What follows belongs to an exercise in optimizing a design on an open flow for small area; a production flow would make more cautious choices.
RTL that was checked went through simulation tests only; none was proved equivalent to the original.
Power is estimated from default activity; no workload was simulated.

==> flow/design.v (excerpt) <==
module id_stage (
  input  logic          clk,
  input  logic          rst,
  input  logic [DW-1:0] pc_in,
  input  logic [DW-1:0] instr_in,
  input  logic          wb_en,
  input  logic [RW-1:0] wb_dest,
  input  logic [DW-1:0] wb_val,
  input  logic          exe_wb_en,
  input  logic [RW-1:0] exe_dest,
  input  logic          mem_wb_en,
  input  logic [RW-1:0] mem_dest,
  output logic          freez,
  output logic          br_taken,
  output logic [DW-1:0] br_addr,
  output logic [DW-1:0] pc_out,
  output logic [3:0]    alu_cmd,
  output logic [DW-1:0] val1,
  output logic [DW-1:0] val2,
  output logic [DW-1:0] st_val,
  output logic [RW-1:0] dest,
  output logic          wb_en_out,
  output logic          mem_r,
  output logic          mem_w
);
Size in the first run: roughly 3000 cells after synthesis, ~290 I/O pins, ~48000 um2 of cells after synthesis.
==> module id_stage_reg_file, before the edit <==
module id_stage_reg_file #(
  parameter  int REG_CNT = 32,
  parameter  int DW      = 32,
  localparam int AW      = $clog2(REG_CNT)
) (
  input  logic          clk,
  input  logic          rst,
  input  logic [AW-1:0] ra1,
  input  logic [AW-1:0] ra2,
  output logic [DW-1:0] rd1,
  output logic [DW-1:0] rd2,
  input  logic          we,
  input  logic [AW-1:0] wa,
  input  logic [DW-1:0] wd
);
  logic [REG_CNT-1:1][DW-1:0] regs;
  logic [REG_CNT-1:1]         vld;
  logic [REG_CNT-1:1]         wsel;
  logic [REG_CNT-1:1]         rdv;
  always_comb begin
    for (int i = 1; i < REG_CNT; i++) wsel[i] = we && (wa == AW'(i));
  end
  always_ff @(posedge clk) begin
    for (int i = 1; i < REG_CNT; i++)
      if (wsel[i]) regs[i] <= wd;
  end
  always_ff @(posedge clk or posedge rst) begin
    if (rst) vld <= '0;
    else     vld <= vld | wsel;
  end
  assign rdv = vld & ~wsel;
  id_stage_rd_port #(.REG_CNT(REG_CNT), .DW(DW)) u_rd1 (
    .ra(ra1), .we(we), .wa(wa), .wd(wd), .rdv(rdv), .regs(regs), .rd(rd1)
  );
  id_stage_rd_port #(.REG_CNT(REG_CNT), .DW(DW)) u_rd2 (
    .ra(ra2), .we(we), .wa(wa), .wd(wd), .rdv(rdv), .regs(regs), .rd(rd2)
  );
endmodule
export LEC_CHECK = 0
export CAP_MARGIN = 20
export CORE_MARGIN = 2
export CORE_UTILIZATION = 40
export GPL_TIMING_DRIVEN = 0
export SETUP_SLACK_MARGIN = 0.2
export SLEW_MARGIN = 20
export SYNTH_HIERARCHICAL = 1
export SYNTH_MINIMUM_KEEP_SIZE = 0
create_clock -name core_clock -period 9.0 [get_ports {clk}]
standard.sh (not shown) runs the stock make flow with config.mk's settings and CLKGATE_MAP_FILE= SYNTH_SCRIPT=/design/flow/synth_recipe.tcl, a recipe that flattens the netlist after the stock synthesis.
==> flow/flow/run.sh <==
#!/bin/bash
# Layout flow: the standard ORFS flow (standard.sh, which runs the
# standard synthesis unchanged), with these changes to how the layout is
# made:
#  - the port buffers are sky130_fd_sc_hd__buf_1 instead of the cell
#    buffer_ports picks by default (every port still gets its buffer);
#  - clock tree synthesis inserts no dummy loads, and clusters up to 25
#    flip-flops on each clkbuf_16 leaf buffer;
#  - after global routing, gates off the critical paths are sized down
#    (ORFS's power recovery step), and flow/post_grt.tcl then repairs the
#    slew, capacitance and setup limits again.
# The make run's full output goes to flow_make.log in the work folder;
# ORFS's per-step logs are under orfs/logs/.
set -euo pipefail
cd "$(dirname "${BASH_SOURCE[0]}")/.."
bash standard.sh \
  "BUFFER_PORTS_ARGS=-buffer_cell sky130_fd_sc_hd__buf_1" \
  "CTS_ARGS=-sink_clustering_enable -repair_clock_nets -dont_use_dummy_load -buf_list sky130_fd_sc_hd__clkbuf_16 -sink_clustering_size 25 -sink_clustering_max_diameter 100" \
  "RECOVER_POWER=100" \
  "POST_GLOBAL_ROUTE_TCL=$PWD/flow/post_grt.tcl" \
  finish > flow_make.log 2>&1
==> flow/flow/post_grt.tcl <==
# Run at the end of ORFS's global route step, after its power recovery
# (RECOVER_POWER), which sizes gates down without regard to the slew and
# capacitance limits: repair those limits again, then legalise and reroute
# what changed, and repair setup timing.
global_route -start_incremental
repair_design -slew_margin 20 -cap_margin 20 -verbose
detailed_placement
global_route -end_incremental
estimate_parasitics -global_routing
global_route -start_incremental
repair_timing -setup -setup_margin 0.2 -verbose
detailed_placement
global_route -end_incremental
estimate_parasitics -global_routing
Edit:
--- a/flow/design.v
+++ b/flow/design.v
@@ -57,29 +57,43 @@
   input  logic [DW-1:0] wd
 );
   logic [REG_CNT-1:1][DW-1:0] regs;
   logic [REG_CNT-1:1]         vld;
-  logic [REG_CNT-1:1]         wsel;
+  logic [1:0][REG_CNT-1:1]    wsel;
   logic [REG_CNT-1:1]         rdv;
-  always_comb begin
-    for (int i = 1; i < REG_CNT; i++) wsel[i] = we && (wa == AW'(i));
+  for (genvar h = 0; h < 2; h++) begin : g_half
+    id_stage_wr_dec #(.REG_CNT(REG_CNT)) u_wdec (.we(we), .wa(wa), .wsel(wsel[h]));
   end
   always_ff @(posedge clk) begin
-    for (int i = 1; i < REG_CNT; i++)
-      if (wsel[i]) regs[i] <= wd;
+    for (int i = 1; i < REG_CNT; i++) begin
+      if (wsel[0][i]) regs[i][DW/2-1:0]  <= wd[DW/2-1:0];
+      if (wsel[1][i]) regs[i][DW-1:DW/2] <= wd[DW-1:DW/2];
+    end
   end
   always_ff @(posedge clk or posedge rst) begin
     if (rst) vld <= '0;
-    else     vld <= vld | wsel;
+    else     vld <= vld | wsel[0];
   end
-  assign rdv = vld & ~wsel;
+  assign rdv = vld & ~wsel[0];
   id_stage_rd_port #(.REG_CNT(REG_CNT), .DW(DW)) u_rd1 (
     .ra(ra1), .we(we), .wa(wa), .wd(wd), .rdv(rdv), .regs(regs), .rd(rd1)
   );
   id_stage_rd_port #(.REG_CNT(REG_CNT), .DW(DW)) u_rd2 (
     .ra(ra2), .we(we), .wa(wa), .wd(wd), .rdv(rdv), .regs(regs), .rd(rd2)
   );
 endmodule
+module id_stage_wr_dec #(
+  parameter  int REG_CNT = 32,
+  localparam int AW      = $clog2(REG_CNT)
+) (
+  input  logic               we,
+  input  logic [AW-1:0]      wa,
+  output logic [REG_CNT-1:1] wsel
+);
+  always_comb begin
+    for (int i = 1; i < REG_CNT; i++) wsel[i] = we && (wa == AW'(i));
+  end
+endmodule
 module id_stage_rd_port #(
   parameter  int REG_CNT = 32,
   parameter  int DW      = 32,
   localparam int AW      = $clog2(REG_CNT)
The new run completed without violations.
Power stays flat.
Maximum frequency shrinks by a few percent.
Core utilization grows by 0.33 points.
Setup slack got worse by 220 ps.
Non-clock buffer count grows by 6.
Sequential power stays flat.
Combinational power grows by a few percent.
Design area grows slightly.
Die area is about the same.
Wire length shrinks by a few percent.
First-iteration DRC count shrinks by a few percent.
Function not checked in the second run of this note: the RTL went through the layout flow alone.

## re-timing with driven ports
The flow's constraints put no driver on any port. The routed layouts listed below were extracted and timed again, unchanged, in two steps.
Step 1: set_driving_cell puts a clkbuf_16 on clk and a buf_2 on each other input, an assumption about the parent block.
Step 2 times the ports against the registers' clock, not the clock port: input delays grow and output delays shrink by t, the midpoint of the rising clock arrivals with the driver on.
a / b / c = ideal / step 1 / step 2; a / b = the first two.
run | t (ns) | setup slack, ns | worst hold slack (ns) | latest minus earliest clock arrival (ns)
the first run | 0.764 | 0.311 / 0.168 / 0.168 | 0.482 / 0.482 / 0.482 | 0.066 / 0.067
the second run | 0.740 | 0.088 / 0.028 / 0.028 | 0.469 / 0.469 / 0.469 | 0.080 / 0.079
After both steps every run listed still meets setup and hold. The setup slack of the first run, which loses most, moves by -0.143 ns with the drivers and by -0.143 ns with both steps.
